Source: an optimization exercise on an open RTL-to-GDS flow (aim: small area and a short achievable clock period). Production flows keep margins and buffers that such runs may drop.
In this exercise RTL edits were held to simulation tests only and were not proved equivalent to the original.
No driver is modelled on the clock port, so clocking that relies on it looks cheaper here than on a real chip.

## flow/design.v (module list and top-level ports; edited modules follow where they fit)
// module mac_pipe_nxn: 2245 lines
// module mac_fa: 10 lines
// module mac_ha: 9 lines
module mac_pipe_nxn #(
    parameter int unsigned DW    = 32,
    parameter int unsigned LAT   = 3,
    parameter int unsigned GUARD = 8
) (
    input  logic                  i_clk,
    input  logic                  i_rstn,
    input  logic                  i_valid,
    output logic                  o_ready,
    input  logic                  i_multa_ns,
    input  logic                  i_multb_ns,
    input  logic [DW-1:0]         i_multa,
    input  logic [DW-1:0]         i_multb,
    input  logic                  i_acc_en,
    input  logic                  i_acc_clr,
    output logic                  o_valid,
    input  logic                  i_ready,
    output logic [2*DW-1:0]       o_product,
    output logic [2*DW+GUARD-1:0] o_acc,
    output logic                  o_acc_ovf
);
  // ...
==> flow/flow/run.sh <==
#!/bin/bash
# Layout flow: the standard flow (standard.sh runs every ORFS step from synthesis to
# finish) with these settings changed:
#  - the ports are buffered with sky130_fd_sc_hd__buf_1 cells (buffer_ports -buffer_cell);
#  - the timing repair steps aim for 7.1 ns of setup slack (SETUP_SLACK_MARGIN);
#  - clock tree synthesis: -sink_clustering_enable -repair_clock_nets -buf_list sky130_fd_sc_hd__clkbuf_4 -dont_use_dummy_load
#  - after clock tree synthesis, flow/recover.tcl sizes down cells off the critical paths.
# The constraints (clock period, input and output delays, loads) are the standard flow's, unchanged.
# make's output goes to make_finish.log; each ORFS step logs to orfs/logs/.
set -euo pipefail
bash standard.sh "BUFFER_PORTS_ARGS=-buffer_cell sky130_fd_sc_hd__buf_1" "SETUP_SLACK_MARGIN=7.1" \
  "CTS_ARGS=-sink_clustering_enable -repair_clock_nets -buf_list sky130_fd_sc_hd__clkbuf_4 -dont_use_dummy_load" "POST_CTS_TCL=$PWD/flow/recover.tcl" finish > make_finish.log 2>&1
==> flow/flow/recover.tcl <==
# Run after clock tree synthesis (POST_CTS_TCL): size down cells on paths whose setup
# slack stays above the repair margin; the later repair steps fix what this breaks.
log_cmd estimate_parasitics -placement
log_cmd repair_timing -recover_power 100 -slack_margin 7.1 -verbose
detailed_placement
==> flow/standard.sh <==
#!/bin/bash
# synth_recipe.tcl (not shown) runs the flow's synth.tcl, then flattens the netlist and writes it again
# the make line also repeats each setting of config.mk as NAME=value (left out here)
make -C /OpenROAD-flow-scripts/flow DESIGN_CONFIG=/design/flow/config.mk WORK_HOME=/design/flow/orfs CLKGATE_MAP_FILE= SYNTH_SCRIPT=/design/flow/synth_recipe.tcl "${@:-finish}"
==> flow/config.mk <==
export PLATFORM = sky130hd
export DESIGN_NAME = mac_pipe_nxn
export DESIGN_NICKNAME = mac_pipe_nxn
export VERILOG_FILES = /design/flow/design.v
export SDC_FILE = /design/flow/constraint.sdc
export NUM_CORES = 4
export LEC_CHECK = 0
export ABC_AREA = 1
export CAP_MARGIN = 20
export CORE_MARGIN = 2
export CORE_UTILIZATION = 60
export SLEW_MARGIN = 20
export SYNTH_HIERARCHICAL = 1
export SYNTH_MINIMUM_KEEP_SIZE = 0
==> flow/constraint.sdc <==
create_clock -name core_clock -period 12.5 [get_ports {i_clk}]
set_input_delay 2.5000 -clock core_clock [delete_from_list [all_inputs] [get_ports {i_clk}]]
set_output_delay 2.5000 -clock core_clock [all_outputs]
set_load 0.01 [all_outputs]
==> impl_metrics.yaml, run 1 <==
critical_path:
  cp-startpoint: "i_ready"
  cpPeakStageDelay_ns: 0.12
  cp_top_family: "buffers and inverters"
  reg2reg_slack_ns: 7.20
  r2r-end: "r2_s[34]$_DFFE_PP_"
  worstRegToRegCells: 12
  crit_arrival_ns: 2.88
  worst-path-buf-inv: 3
logic_synthesis:
  ys_top_cells_by_area: "fa_1 30%, xor2_1 14%, edfxtp_1 14%"
  synth_edf_count: 171
  ys.flop_type: "edfxtp_1"
  ys_warn_count: 7
  yosysMostFrequentCell: "xor2_1"
  yosys.area.top_type_share_pct: 29.6
  synth_xor_area_share_pct: 15.1
  synthCells: 3674
  synthAdderAreaFrac_pct: 35.9
  synthesis.area_um2: 36800
placement:
  dpl-instance-area_um2: 37900
  dp_hpwl_mm: 72.4
finish:
  drive_above_1_share_pct: 6.82
  fin_nets: 4501
  nClkBuffers: 87
  largest_class: "multi-input combinational cells"
  n_all_buffers: 308
  buf_share_pct: 4.99
flow_run:
  drv_cap: 0
global_routing:
  overflow: 0
worst_hold_path:
  min-delay-start: "r1_sxen$_DFFE_PP_"
  holdPathEnd: "r2_sxen$_DFFE_PP_"
  min_path_type: "reg2reg"
timing:
  period_minus_slack_ns: 5.38
  setup_viol: 0
drt:
  wl_met1_mm: 43.8
  wl_mm: 115
run_status:
  status: "no timing/DRC/antenna violations"
floorplanning:
  initial_core_util_pct: 60.9
==> run 2, diff against run 1 <==
--- a/flow/flow/run.sh
+++ b/flow/flow/run.sh
@@ -6,3 +6,2 @@
 #  - clock tree synthesis: -sink_clustering_enable -repair_clock_nets -buf_list sky130_fd_sc_hd__clkbuf_4 -dont_use_dummy_load
-#  - after clock tree synthesis, flow/recover.tcl sizes down cells off the critical paths.
 # The constraints (clock period, input and output delays, loads) are the standard flow's, unchanged.
@@ -11,2 +10,2 @@
 bash standard.sh "BUFFER_PORTS_ARGS=-buffer_cell sky130_fd_sc_hd__buf_1" "SETUP_SLACK_MARGIN=7.1" \
-  "CTS_ARGS=-sink_clustering_enable -repair_clock_nets -buf_list sky130_fd_sc_hd__clkbuf_4 -dont_use_dummy_load" "POST_CTS_TCL=$PWD/flow/recover.tcl" finish > make_finish.log 2>&1
+  "CTS_ARGS=-sink_clustering_enable -repair_clock_nets -buf_list sky130_fd_sc_hd__clkbuf_4 -dont_use_dummy_load" finish > make_finish.log 2>&1
removed: flow/flow/recover.tcl
==> run 2 against run 1 <==
- sequential share of layout area increased by 0.10 points
- clock-buffer cell count unchanged
- area after synthesis unchanged
- fmax about the same
- largest cell class unchanged
- clock skew about the same
- final area decreased by 0.46%
- critical endpoint unchanged
- register-to-register slack about the same
- routed wire length about the same
- core utilization decreased by 0.30 points
==> impl_metrics.yaml, run 2 <==
drt:
  routed_via_density: 6.49
  vias: 29000
  final_antenna_net_count: 0
  wl_mm: 115
  wl_per_cell_um: 25.7
  first_pass_iters: 7
  route.detailed.drc: 0
  drtIter0Drc: 3201
logic_synthesis:
  synth_edf_count: 171
  ys_top_cells_by_area: "fa_1 30%, xor2_1 14%, edfxtp_1 14%"
  yosysMostFrequentCell: "xor2_1"
  ys_warn_count: 7
  avgSynthCellArea_um2: 10.0
  syn_nets: 4476
  ys_async_sr_fraction_pct: 45.0
  synth_top_cell_by_area: "fa_1"
  synthCells: 3674
  synth.distinct_cells: 41
  ys.flop_type: "edfxtp_1"
  seq_area_frac_synth_pct: 23.5
  synthesis.area_um2: 36800
  yosys.area.top_type_share_pct: 29.6
  ys_ff_latch: 311
  synthTopCellsByCount: "596 x xor2_1, 544 x fa_1, 512 x o22ai_1, 419 x nand2_1, 359 x clkbuf_1"
global_routing:
  first_global_vias: 31100
  overflow: 0
  grt_max_degree: 118
  antenna_found_initial: 3
  track_usage_pct: 36.6
  grt_first_pass_wirelength_mm: 177
timing:
  fmax_mhz: 186
  slew-limit-headroom_pct: 26.0
  worst_pin_slew_ns: 1.11
  period_share_pct: 43.0
  setup_viol: 0
  period_minus_slack_ns: 5.38
  maxSlewViolCount: 0
  finalClockSkew_ns: 0.109
  rsz0062_at_grt: "false"
  finalHoldViolCount: 0
  fin_tns_setup_ns: 0
finish:
  reg_top3: "o_acc: 72 flops, o_product: 64 flops, r2_s: 64 flops"
  fin_area_um2: 38900
  syn2layout_area_growth_pct: 5.58
  largest-register: "o_acc"
  drive_above_1_share_pct: 6.70
  largest_reg_flops: 72
  regArea_um2: 8640
  mostFrequentLayoutCells: "596 x xor2_1, 544 x fa_1, 511 x o22ai_1"
  final_common_cell: "xor2_1"
  nFillCells: 5017
  fin_nets: 4493
  multi_input_area_um2: 25800
clocking:
  cts_root_buf: "clkbuf_4"
  h-tree-depth: 3
  cts_sinks: 311
  path_clk_slew_ns: 0.05
  cts_made_buffers: 87
  clk_latency_ns: 0.86
  clockBufferDepth: 3
  cts_tree: "yes"
floorplanning:
  die_h_um: 252
  dieArea_um2: 63300
  core_area_um2: 60500
  initial_core_util_pct: 60.9
  rows: 90
  dieWidth_um: 252
  ios: 211
critical_path:
  worst-path-buf-inv: 3
  cp.depth: 4
  r2r-end: "r2_s[34]$_DFFE_PP_"
  crit_end: "o_ready"
  path_cells: "buf_1 > nor2_4 > inv_2 > clkbuf_2"
  crit_arrival_ns: 2.88
  cp-startpoint: "i_ready"
  crit_slowest_cell: "clkbuf_2"
  path_class: "in2out"
  end_kind: "output port"
  reg2reg_slack_ns: 7.21
  r2r-start: "r1_a_n[11]$_DFFE_PP_"
  cpPeakStageDelay_ns: 0.12
  cp_top_family: "buffers and inverters"
  crit_fanout: 4
  start_kind: "primary input"
  worstRegToRegCells: 12
  required_ns: 10.00
placement:
  dp_hpwl_mm: 72.4
  dpl-instance-area_um2: 37900
  gp_congestion: 0.943
  portBuffers: 210
flow_run:
  drv_cap: 0
worst_hold_path:
  min-delay-start: "r1_sxen$_DFFE_PP_"
  min_path_type: "reg2reg"
run_status:
  status: "no timing/DRC/antenna violations"
==> run 2: cell count changes in the layout (fill, tap and decap cells not counted), moves of 2 or more <==
cell / before / now
buf_16: 6 / 0
buf_4: 13 / 20
nand2_1: 419 / 417
clkbuf_1: 3 / 0
buf_1: 206 / 208
clkbuf_4: 94 / 88
==> run 2: kinds of logic (layout without fill, tap and decap cells) <==
family / count (synthesis) / after routing / synth area share (%)
AOI/OAI and AO/OA: 688 / 688 / 11.4
xor gates and xnor gates: 635 / 635 / 15.1
adders and majority gates: 730 / 730 / 35.9
buffers and inverters: 637 / 652 / 6.53
DFF: 311 / 311 / 23.5
muxes: 13 / 13 / 0.398
other: 0 / 2 / 0
and+or+nand+nor: 660 / 660 / 7.23
==> run 2: how the worst min path moves through the flow <==
stage	to	slack (ns)	depth (start not counted)
3_5_place_dp	r2_sxen$_DFFE_PP_	0.41	0
6_report	r2_sxen$_DFFE_PP_	0.42	0
5_1_grt	r2_sxen$_DFFE_PP_	0.44	0
4_1_cts	r2_sxen$_DFFE_PP_	0.42	0
2_1_floorplan	r2_clr$_DFFE_PP_	0.40	0
3_3_place_gp	r2_clr$_DFFE_PP_	0.41	0
==> run 2: metal layers <==
layer	global-route usage (%)	share of wire (%)	vias up
li1	-	-	12200
met1	46.5	38	14300
met2	57.2	45	1994
met3	11.8	12	523
met4	17.3	4.7	2
met5	0	0.0096	-
==> run 2: area by class of cell <==
type | instances | area share [%]
tap | 782 | 2.52
multi-input combinational | 2726 | 66.5
timing repair buffer | 300 | 4.51
antenna | 2 | 0.0129
clock buffer | 87 | 1.68
inverter | 265 | 2.56
sequential | 311 | 22.2
==> run 2: timing repair <==
action                     in CTS  in global routing
hold buffers                    0                  0
setup endpoints to repair       8                 28
setup buffers                   1                  0
pin swaps                       1                  0
gates resized for setup         7                 81
==> run 2: modules after synthesis (local to each module, per instance) <==
module,copies in the design,area [µm²],flops+latches,cells inside
mac_ha,66,12.5,0,1
mac_fa,508,20.0,0,1
mac_pipe_nxn,1,25800,311,3100
==> run 2: metrics by stage <==
| stage | std cells | utilization (%) | hold slack, ns | worst slack (ns) |
|---|---|---|---|---|
| after floorplan | 3674 | - | 0.400 | 7.16 |
| after detailed placement | 4383 | 62.6 | 0.408 | 6.63 |
| after global placement | 4383 | 62.6 | 0.408 | 6.65 |
| after CTS | 4471 | 63.7 | 0.420 | 7.08 |
| final | 4473 | 64.3 | 0.421 | 7.12 |
| after global routing | 4472 | 64.3 | 0.437 | 7.10 |
==> run 3, diff against run 2 <==
==> flow/flow/run.sh (replaced) <==
#!/bin/bash
# Layout flow: the standard flow (standard.sh runs every ORFS step from synthesis to
# finish) with these settings changed:
#  - the ports are buffered with sky130_fd_sc_hd__buf_1 cells (buffer_ports -buffer_cell);
#  - the timing repair steps aim for 7.1 ns of setup slack (SETUP_SLACK_MARGIN);
#  - clock tree synthesis: -sink_clustering_enable -repair_clock_nets -buf_list sky130_fd_sc_hd__clkbuf_4 -dont_use_dummy_load -sink_clustering_size 8 -sink_clustering_max_diameter 50
# The constraints (clock period, input and output delays, loads) are the standard flow's, unchanged.
# make's output goes to make_finish.log; each ORFS step logs to orfs/logs/.
set -euo pipefail
bash standard.sh "BUFFER_PORTS_ARGS=-buffer_cell sky130_fd_sc_hd__buf_1" "SETUP_SLACK_MARGIN=7.1" \
  "CTS_ARGS=-sink_clustering_enable -repair_clock_nets -buf_list sky130_fd_sc_hd__clkbuf_4 -dont_use_dummy_load -sink_clustering_size 8 -sink_clustering_max_diameter 50" finish > make_finish.log 2>&1
==> run 3 against run 2 <==
- still clean
- global-route usage down 0.21 points
- final area is 0.56% lower
- worst hold slack improved by 0.0063 ns
- clock skew decreased by 0.0066 ns
- fmax is 0.16% higher
- sequential share of layout area is 0.13 points higher
- setup slack better by 0.0086 ns
- via count fell by 0.61%
- die area unchanged
==> impl_metrics.yaml, run 3 <==
finish:
  regArea_um2: 8640
  syn2layout_area_growth_pct: 4.99
  nFillCells: 5017
  largest-register: "o_acc"
  fin_area_um2: 38600
  final_common_cell: "xor2_1"
  reg_top3: "o_acc: 72 flops, o_product: 64 flops, r2_s: 64 flops"
  drive_above_1_share_pct: 6.01
  instances_no_fill: 4445
  largest_reg_flops: 72
  mostFrequentLayoutCells: "596 x xor2_1, 543 x fa_1, 511 x o22ai_1"
  fin_nets: 4463
  multi_input_area_um2: 25800
clocking:
  hold_buffers: 0
  cts_made_buffers: 54
  path_clk_slew_ns: 0.07
  clockBufferDepth: 3
  cts_sinks: 311
  cts_tree: "yes"
  cts_root_buf: "clkbuf_4"
  clk_latency_ns: 0.89
  h-tree-depth: 2
drt:
  drtIter0Drc: 3189
  first_pass_iters: 7
  vias: 28900
  wl_mm: 114
  final_antenna_net_count: 0
  routed_via_density: 6.49
  wl_per_cell_um: 25.7
  route.detailed.drc: 0
worst_hold_path:
  holdPathStages: 0
  min_path_type: "reg2reg"
  min-delay-start: "r1_sxen$_DFFE_PP_"
  holdPathEnd: "r2_sxen$_DFFE_PP_"
floorplanning:
  dieWidth_um: 252
  dieArea_um2: 63300
  ios: 211
  core_area_um2: 60500
  die_h_um: 252
  rows: 90
  initial_core_util_pct: 60.9
critical_path:
  crit_slowest_cell: "nor2_4"
  required_ns: 10.00
  path_cells: "clkbuf_2 > nor2_4 > inv_2 > buf_6"
  start_kind: "primary input"
  crit_fanout: 2
  crit_arrival_ns: 2.87
  r2r-start: "r1_a_n[14]$_DFFE_PP_"
  worstRegToRegCells: 12
  end_kind: "output port"
  reg2reg_slack_ns: 7.15
  cpPeakStageDelay_ns: 0.11
  r2r-end: "r2_s[28]$_DFFE_PP_"
  path_class: "in2out"
placement:
  gp_congestion: 0.943
  portBuffers: 210
  dp_hpwl_mm: 72.4
  dpl-instance-area_um2: 37900
  dpl.cell_count: 4383
logic_synthesis:
  synthCells: 3674
  ys.flop_type: "edfxtp_1"
  yosysMostFrequentCell: "xor2_1"
  synth_edf_count: 171
  seq_area_frac_synth_pct: 23.5
  ys_ff_latch: 311
  avgSynthCellArea_um2: 10.0
  ys_top_cells_by_area: "fa_1 30%, xor2_1 14%, edfxtp_1 14%"
  ys_async_sr_fraction_pct: 45.0
  syn_nets: 4476
  synthesis.area_um2: 36800
  yosys.area.top_type_share_pct: 29.6
  synth_top_cell_by_area: "fa_1"
  ys_warn_count: 7
  synth.distinct_cells: 41
  synthTopCellsByCount: "596 x xor2_1, 544 x fa_1, 512 x o22ai_1, 419 x nand2_1, 359 x clkbuf_1"
run_status:
  status: "no timing/DRC/antenna violations"
timing:
  fmax_mhz: 186
  fin_tns_setup_ns: 0
  rsz0062_at_grt: "true"
  finalClockSkew_ns: 0.102
  period_minus_slack_ns: 5.37
  period_share_pct: 42.9
  setup_viol: 0
  maxSlewViolCount: 0
  worst_pin_slew_ns: 1.10
  holdWs_ns: 0.427
  slew-limit-headroom_pct: 26.7
  finalHoldViolCount: 0
global_routing:
  track_usage_pct: 36.4
  grt_first_pass_wirelength_mm: 176
  overflow: 0
  use_met1_pct: 46.9
  grt.met2_usage_pct: 57.3
  first_global_vias: 30800
  grt_max_degree: 118
  antenna_found_initial: 5
  met3_usage_pct: 11.3
  gr-max-usage-layer: "met2"
flow_run:
  drv_cap: 0
## run 3: Yosys stat by module, one instance, submodules excluded
module,times used,cell area (µm²),flops+latches,cells
mac_fa,508,20.0,0,1
mac_ha,66,12.5,0,1
mac_pipe_nxn,1,25800,311,3100
## run 3: cells by family (layout without fill, tap and decap cells)
kind of cell	Yosys count	in the layout	synth area share (%)
AOI/OAI and AO/OA	688	688	11.4
xor gates and xnor gates	635	635	15.1
adders and majority gates	730	730	35.9
buffers and inverters	637	622	6.53
DFF	311	311	23.5
muxes	13	13	0.398
other	0	4	0
and+or+nand+nor	660	660	7.23
## run 3: cell type report
type / count / area share [%]
multi-input cells: 2726 / 66.9
clock buffers: 54 / 1.05
repair buffers: 303 / 4.58
flip-flops and latches: 311 / 22.4
well taps: 782 / 2.53
inverters: 265 / 2.58
diodes: 4 / 0.0259
## run 3: worst max-delay path: cells and delay by family
family                 cells  cell delay [ns]
buffers and inverters      3             0.26
and+or+nand+nor            1             0.11
## run 3: how the worst max path moves through the flow
stage / start / end / slack, ns / cells after the start
6_report: i_ready / o_ready / 7.13 / 4
5_1_grt: r2_s[14]$_DFFE_PP_ / o_acc[71]$_DFFE_PN0P_ / 7.10 / 29
4_1_cts: i_ready / o_ready / 7.08 / 4
3_5_place_dp: i_ready / o_ready / 6.63 / 4
3_3_place_gp: i_ready / o_ready / 6.65 / 4
2_1_floorplan: i_ready / o_ready / 7.16 / 2
## run 3: repair_timing
| action | CTS | global route |
|---|---|---|
| endpoints found under the hold margin | 0 | 0 |
| resized for setup | 6 | 84 |
| setup buffers | 1 | 3 |
| pin swaps | 1 | 1 |
| endpoints found under the setup margin | 8 | 25 |
## run 3: per-layer routing
| layer | wire length (µm) | share of wire (%) | vias up |
|---|---|---|---|
| li1 | - | - | 12100 |
| met1 | 43400 | 38 | 14300 |
| met2 | 51800 | 45 | 1962 |
| met3 | 14100 | 12 | 465 |
| met4 | 4970 | 4.3 | 6 |
| met5 | 41 | 0.036 | - |
## run 3: metrics by stage
step	utilization (%)	setup slack [ns]
floorplan	-	7.16
finish	63.9	7.13
CTS	63.3	7.08
global placement	62.6	6.65
global route	63.9	7.10
detailed placement	62.6	6.63
==> run 4, diff against run 3 <==
--- a/flow/config.mk
+++ b/flow/config.mk
@@ -8,6 +8,6 @@
 export ABC_AREA = 1
-export CAP_MARGIN = 20
+export CAP_MARGIN = 0
 export CORE_MARGIN = 2
 export CORE_UTILIZATION = 60
-export SLEW_MARGIN = 20
+export SLEW_MARGIN = 0
 export SYNTH_HIERARCHICAL = 1
==> run 4 against run 3 <==
- still clean on timing, DRC and antenna
- core utilization is essentially flat
- non-clock buffer count unchanged
- critical path depth is the same
- routed wire length barely moved
- via count is 0.30% lower
- critical path type unchanged
==> impl_metrics.yaml, run 4 <==
run_status:
  status: "no timing/DRC/antenna violations"
global_routing:
  grt_max_degree: 118
  grt_first_pass_wirelength_mm: 176
  antenna_found_initial: 5
  track_usage_pct: 36.4
  first_global_vias: 30800
  overflow: 0
drt:
  wl_mm: 114
  final_antenna_net_count: 0
  drtIter0Drc: 2996
  vias: 28800
  route.detailed.drc: 0
  first_pass_iters: 12
  routed_via_density: 6.47
  wl_per_cell_um: 25.7
logic_synthesis:
  synth_top_family_by_area: "adder cells"
  ys_warn_count: 7
  ys_ff_latch: 311
  yosys-mux-area-fraction_pct: 0.398
  ys_async_sr_fraction_pct: 45.0
  synthesis.area_um2: 36800
  yosysMostFrequentCell: "xor2_1"
  seq_area_frac_synth_pct: 23.5
  synth_xor_area_share_pct: 15.1
  synth.distinct_cells: 41
  synthTopCellsByCount: "596 x xor2_1, 544 x fa_1, 512 x o22ai_1, 419 x nand2_1, 359 x clkbuf_1"
  synth_edf_count: 171
  avgSynthCellArea_um2: 10.0
  ys_top_cells_by_area: "fa_1 30%, xor2_1 14%, edfxtp_1 14%"
  synthSimpleGateAreaFrac_pct: 7.23
  synth_top_cell_by_area: "fa_1"
  ys.flop_type: "edfxtp_1"
  synthCells: 3674
  syn_nets: 4476
  synthAdderAreaFrac_pct: 35.9
  yosys.area.top_type_share_pct: 29.6
  synth_compound_area_share_pct: 11.4
floorplanning:
  dieWidth_um: 252
  ios: 211
  initial_core_util_pct: 60.9
  rows: 90
  die_h_um: 252
  dieArea_um2: 63300
  core_area_um2: 60500
critical_path:
  start_kind: "primary input"
  required_ns: 10.00
  crit_fanout: 2
  end_kind: "output port"
  crit_arrival_ns: 2.87
  path_class: "in2out"
timing:
  fmax_mhz: 186
  rsz0062_at_grt: "true"
  period_share_pct: 42.9
  setup_ws_ns: 7.13
  maxSlewViolCount: 0
  period_minus_slack_ns: 5.37
  finalClockSkew_ns: 0.0994
  finalHoldViolCount: 0
  worst_pin_slew_ns: 1.21
  fin_tns_setup_ns: 0
  setup_viol: 0
  slew-limit-headroom_pct: 19.4
placement:
  dp_slack_ns: 6.63
  portBuffers: 210
  gp_congestion: 0.943
  dp_hpwl_mm: 72.4
finish:
  largest-register: "o_acc"
  nFillCells: 5014
  fin_nets: 4463
  mostFrequentLayoutCells: "596 x xor2_1, 543 x fa_1, 511 x o22ai_1"
  reg_top3: "o_acc: 72 flops, o_product: 64 flops, r2_s: 64 flops"
  drive_above_1_share_pct: 6.01
  syn2layout_area_growth_pct: 4.97
  final_common_cell: "xor2_1"
  largest_reg_flops: 72
clocking:
  cts_tree: "yes"
  hold_buffers: 0
  path_clk_slew_ns: 0.07
  clockBufferDepth: 3
  cts_sinks: 311
  cts_root_buf: "clkbuf_4"
  cts_made_buffers: 54
  clk_latency_ns: 0.89
  h-tree-depth: 2
worst_hold_path:
  min_path_type: "reg2reg"
flow_run:
  drv_cap: 0
## run 4: critical path, cell delays in order
cell and delay (ns):
clkbuf_2 0.10, nor2_4 0.11, inv_2 0.05, buf_6 0.11
## run 4: area by class of cell
| class | instances | area (µm²) | share of cell area (%) |
|---|---|---|---|
| multi-input combinational | 2726 | 25800 | 66.9 |
| clock buffer | 54 | 405 | 1.05 |
| timing repair buffer | 303 | 1770 | 4.58 |
| tap | 782 | 978 | 2.53 |
| antenna | 5 | 12.5 | 0.0324 |
| sequential | 311 | 8640 | 22.4 |
| inverter | 265 | 996 | 2.58 |
## run 4: layer usage
layer  routed length (µm)  global-route usage, %
met5                   41                      0
met1                43200                   46.9
met4                 5040                   15.6
met2                51600                   57.3
met3                14400                   11.3
## run 4: final timing paths
check	from	endpoint	slack, ns	cells after the start
setup / recovery	i_ready	o_ready	7.13	4
hold / removal	r1_sxen$_DFFE_PP_	r2_sxen$_DFFE_PP_	0.43	0
setup reg to reg	r1_a_n[14]$_DFFE_PP_	r2_s[28]$_DFFE_PP_	7.16	12
hold reg to reg	r1_sxen$_DFFE_PP_	r2_sxen$_DFFE_PP_	0.43	0
max in group asynchronous	i_rstn	o_acc[55]$_DFFE_PN0P_	9.10	2
min in group asynchronous	i_rstn	o_acc[10]$_DFFE_PN0P_	1.82	1
## run 4: stage by stage
stage / instance area [µm²] / util, % / hold WS (ns) / std cells
final: 38600 / 63.9 / 0.427 / 4446
after global routing: 38600 / 63.9 / 0.446 / 4444
after floorplan: 36800 / - / 0.400 / 3674
after detailed placement: 37900 / 62.6 / 0.408 / 4383
after global placement: 37900 / 62.6 / 0.408 / 4383
after CTS: 38300 / 63.3 / 0.426 / 4438
## run 4: logic make-up after synthesis
family                     count (synthesis)
adders and majority gates                730
AOI/OAI and AO/OA                        688
and+or+nand+nor                          660
buffers and inverters                    637
xor gates and xnor gates                 635
DFF                                      311
muxes                                     13
## run 4: modules after synthesis (local to each module, per instance)
module,cells,cell area [µm²]
mac_ha,1,12.5
mac_fa,1,20.0
mac_pipe_nxn,3100,25800
## run 4: timing repair
action / CTS / global route
gates resized for setup: 6 / 84
buffers inserted: 1 / 3
endpoints found under the setup margin: 8 / 25
pin swaps: 1 / 1
==> run 5, diff against run 4 <==
--- a/flow/config.mk
+++ b/flow/config.mk
@@ -10,3 +10,3 @@
 export CORE_MARGIN = 2
-export CORE_UTILIZATION = 60
+export CORE_UTILIZATION = 70
 export SLEW_MARGIN = 0
==> run 5 against run 4 <==
- critical path depth unchanged
- die area down 14%
- first-iteration DRC count up 13%
- still clean on timing, DRC and antenna
- core utilization up 9.6 points
- clock skew down 0.036 ns
- global-route usage up 5.3 points
- register-to-register slack worse by 0.02 ns
- non-clock buffer count down 1
==> impl_metrics.yaml, run 5 <==
critical_path:
  r2r-start: "r1_a_n[22]$_DFFE_PP_"
  crit_arrival_ns: 2.88
  path_class: "in2out"
  cp_top_family: "buffers and inverters"
  crit_slowest_cell: "buf_6"
  crit_top_cell: "buf_6"
  worst-path-buf-inv: 3
  required_ns: 10.00
  path_cells: "buf_6 > nor2_4 > inv_2 > buf_6"
  r2r-end: "r2_s[45]$_DFFE_PP_"
  worstRegToRegCells: 12
  crit_fanout: 4
  cpPeakStageDelay_ns: 0.12
  end_kind: "output port"
  start_kind: "primary input"
  reg2reg_slack_ns: 7.14
logic_synthesis:
  synth_top_family_by_area: "adder cells"
  ys.flop_type: "edfxtp_1"
  syn_nets: 4476
  yosys-mux-area-fraction_pct: 0.398
  seq_area_frac_synth_pct: 23.5
  synth_edf_count: 171
  synthesis.area_um2: 36800
  ys_async_sr_fraction_pct: 45.0
  synth_compound_area_share_pct: 11.4
  synthCells: 3674
  synthSimpleGateAreaFrac_pct: 7.23
  synth_xor_area_share_pct: 15.1
  ys_ff_latch: 311
  synth_top_cell_by_area: "fa_1"
  avgSynthCellArea_um2: 10.0
  ys_top_cells_by_area: "fa_1 30%, xor2_1 14%, edfxtp_1 14%"
  yosys.area.top_type_share_pct: 29.6
  synth.distinct_cells: 41
  ys_warn_count: 7
  yosysMostFrequentCell: "xor2_1"
  synthTopCellsByCount: "596 x xor2_1, 544 x fa_1, 512 x o22ai_1, 419 x nand2_1, 359 x clkbuf_1"
  synthAdderAreaFrac_pct: 35.9
worst_hold_path:
  min_path_type: "reg2reg"
  min-delay-start: "r1_clr$_DFFE_PP_"
  holdPathStages: 0
  holdPathEnd: "r2_clr$_DFFE_PP_"
global_routing:
  grt_max_degree: 116
  gr-max-usage-layer: "met2"
  antenna_found_initial: 2
  grt.met2_usage_pct: 64.8
  track_usage_pct: 41.7
  overflow: 0
  grt_first_pass_wirelength_mm: 172
  use_met1_pct: 53.2
  first_global_vias: 30900
  met3_usage_pct: 13.1
drt:
  vias: 29300
  drtIter0Drc: 3387
  first_pass_iters: 6
  routed_via_density: 6.74
  route.detailed.drc: 0
  wl_mm: 111
  final_antenna_net_count: 0
  wl_per_cell_um: 25.6
run_status:
  status: "no timing/DRC/antenna violations"
placement:
  dp_hpwl_mm: 70.7
  portBuffers: 210
  gp_congestion: 0.940
clocking:
  cts_root_buf: "clkbuf_4"
  h-tree-depth: 2
  cts_sinks: 311
  hold_buffers: 0
  clk_latency_ns: 0.83
  clockBufferDepth: 3
  cts_made_buffers: 52
  path_clk_slew_ns: 0.09
  cts_tree: "yes"
finish:
  syn2layout_area_growth_pct: 4.37
  final_common_cell: "xor2_1"
  final_util_pct: 73.5
  largest_reg_flops: 72
  largest-register: "o_acc"
  drive_above_1_share_pct: 5.83
  mostFrequentLayoutCells: "596 x xor2_1, 543 x fa_1, 512 x o22ai_1"
  nFillCells: 3817
  fin_nets: 4460
  reg_top3: "o_acc: 72 flops, o_product: 64 flops, r2_s: 64 flops"
timing:
  fmax_mhz: 186
  worst_pin_slew_ns: 1.26
  period_share_pct: 43.0
  period_minus_slack_ns: 5.38
  finalClockSkew_ns: 0.0635
  rsz0062_at_grt: "true"
  fin_tns_setup_ns: 0
  maxSlewViolCount: 0
  setup_viol: 0
  slew-limit-headroom_pct: 15.8
  finalHoldViolCount: 0
floorplanning:
  rows: 84
  initial_core_util_pct: 70.5
  core_area_um2: 52200
  die_h_um: 233
  dieArea_um2: 54400
  ios: 211
  dieWidth_um: 233
flow_run:
  drv_cap: 0
-- run 5: changes by cell type in the layout (fill, tap and decap cells not counted), sizes merged --
cell | previous run | this run
clkbuf | 56 | 55
buf | 301 | 299
diode | 5 | 2
-- run 5: worst max path at each step --
stage	start	cells after the start	slack [ns]	endpoint
2_1_floorplan	i_ready	2	7.16	o_ready
3_3_place_gp	i_ready	4	6.65	o_ready
3_5_place_dp	i_ready	4	6.63	o_ready
4_1_cts	i_ready	4	7.06	o_ready
5_1_grt	r2_s[19]$_DFFE_PP_	24	7.05	o_acc[71]$_DFFE_PN0P_
6_report	i_ready	4	7.12	o_ready
-- run 5: timing repair --
item	4_1_cts	5_1_grt
endpoints found under the setup margin	9	20
setup buffers	1	1
endpoints found under the hold margin	0	0
pin swaps	1	1
cloned	0	0
gates resized for setup	7	65
-- run 5: metal layers --
layer,routed length (µm),vias to the layer above
li1,-,12100
met1,40400,14300
met2,49800,2330
met3,14900,592
met4,6420,0
met5,0,-
-- run 5: kinds of logic (layout without fill, tap and decap cells) --
family | count (synthesis) | count (layout)
buffers and inverters | 637 | 619
other | 0 | 2
DFF | 311 | 311
xor gates and xnor gates | 635 | 635
and+or+nand+nor | 660 | 660
adders and majority gates | 730 | 730
muxes | 13 | 13
AOI/OAI and AO/OA | 688 | 688
-- run 5: cell type report --
| type | count | area [µm²] | area share, % |
|---|---|---|---|
| antenna | 2 | 5.00 | 0.0130 |
| clock buffer | 52 | 390 | 1.02 |
| inverter | 265 | 996 | 2.59 |
| multi-input combinational | 2726 | 25800 | 67.2 |
| sequential | 311 | 8640 | 22.5 |
| tap | 688 | 861 | 2.24 |
| timing repair buffer | 302 | 1720 | 4.47 |
-- run 5: stage by stage --
step / cells / instance area (µm²) / hold WS [ns] / worst slack, ns
5_1_grt: 4345 / 38400 / 0.458 / 7.05
3_3_place_gp: 4290 / 37800 / 0.409 / 6.65
2_1_floorplan: 3674 / 36800 / 0.400 / 7.16
6_report: 4346 / 38400 / 0.439 / 7.12
3_5_place_dp: 4290 / 37800 / 0.420 / 6.63
4_1_cts: 4343 / 38200 / 0.444 / 7.06
-- run 5: worst register-to-register path, cell delays in order (launching register included) --
cell,delay [ns]
edfxtp_1,0.34
buf_4,0.47
o22ai_1,0.20
xor2_1,0.19
fa_1,0.49
fa_1,0.46
fa_1,0.42
fa_1,0.54
fa_1,0.45
fa_1,0.48
ha_1,0.21
fa_1,0.38
fa_1,0.43
-- run 5: per-module statistics from Yosys (local to each module, per instance) --
module        cell area, µm²  cells inside  flops+latches  copies in the design
mac_ha                  12.5             1              0                    66
mac_pipe_nxn           25800          3100            311                     1
mac_fa                  20.0             1              0                   508

## port drivers added, routing unchanged
In the flow no input, the clock included, has a driving cell. The finished layouts below were timed again as built, in two steps.
Step 1 (the two cells are an assumption about what drives the block):
set clk [get_ports {i_clk}]
set_driving_cell -lib_cell sky130_fd_sc_hd__clkbuf_16 $clk
set_driving_cell -lib_cell sky130_fd_sc_hd__buf_2 [delete_from_list [all_inputs] $clk]
Step 2 also shifts input and output timing later by t, the mid clock arrival at the registers, as if the neighbouring blocks saw the same clock.
a / b / c = ideal ports / drivers / drivers and shift; a / b = the first two.
run | shift t [ns] | setup slack, ns | hold slack, ns | latest minus earliest clock arrival (ns)
run 1 | 0.866 | 7.120 / 7.098 / 7.098 | 0.420 / 0.420 / 0.420 | 0.111 / 0.112
run 2 | 0.870 | 7.123 / 7.103 / 7.103 | 0.421 / 0.421 / 0.421 | 0.112 / 0.112
run 3 | 0.904 | 7.132 / 7.112 / 7.112 | 0.427 / 0.427 / 0.427 | 0.104 / 0.104
run 4 | 0.904 | 7.132 / 7.112 / 7.112 | 0.427 / 0.427 / 0.427 | 0.100 / 0.100
run 5 | 0.862 | 7.123 / 7.090 / 7.090 | 0.439 / 0.439 / 0.439 | 0.071 / 0.070
After both steps every run listed still meets setup and hold. For run 5, which loses most, drivers alone change the setup slack by -0.033 ns; drivers and shift together by -0.033 ns.
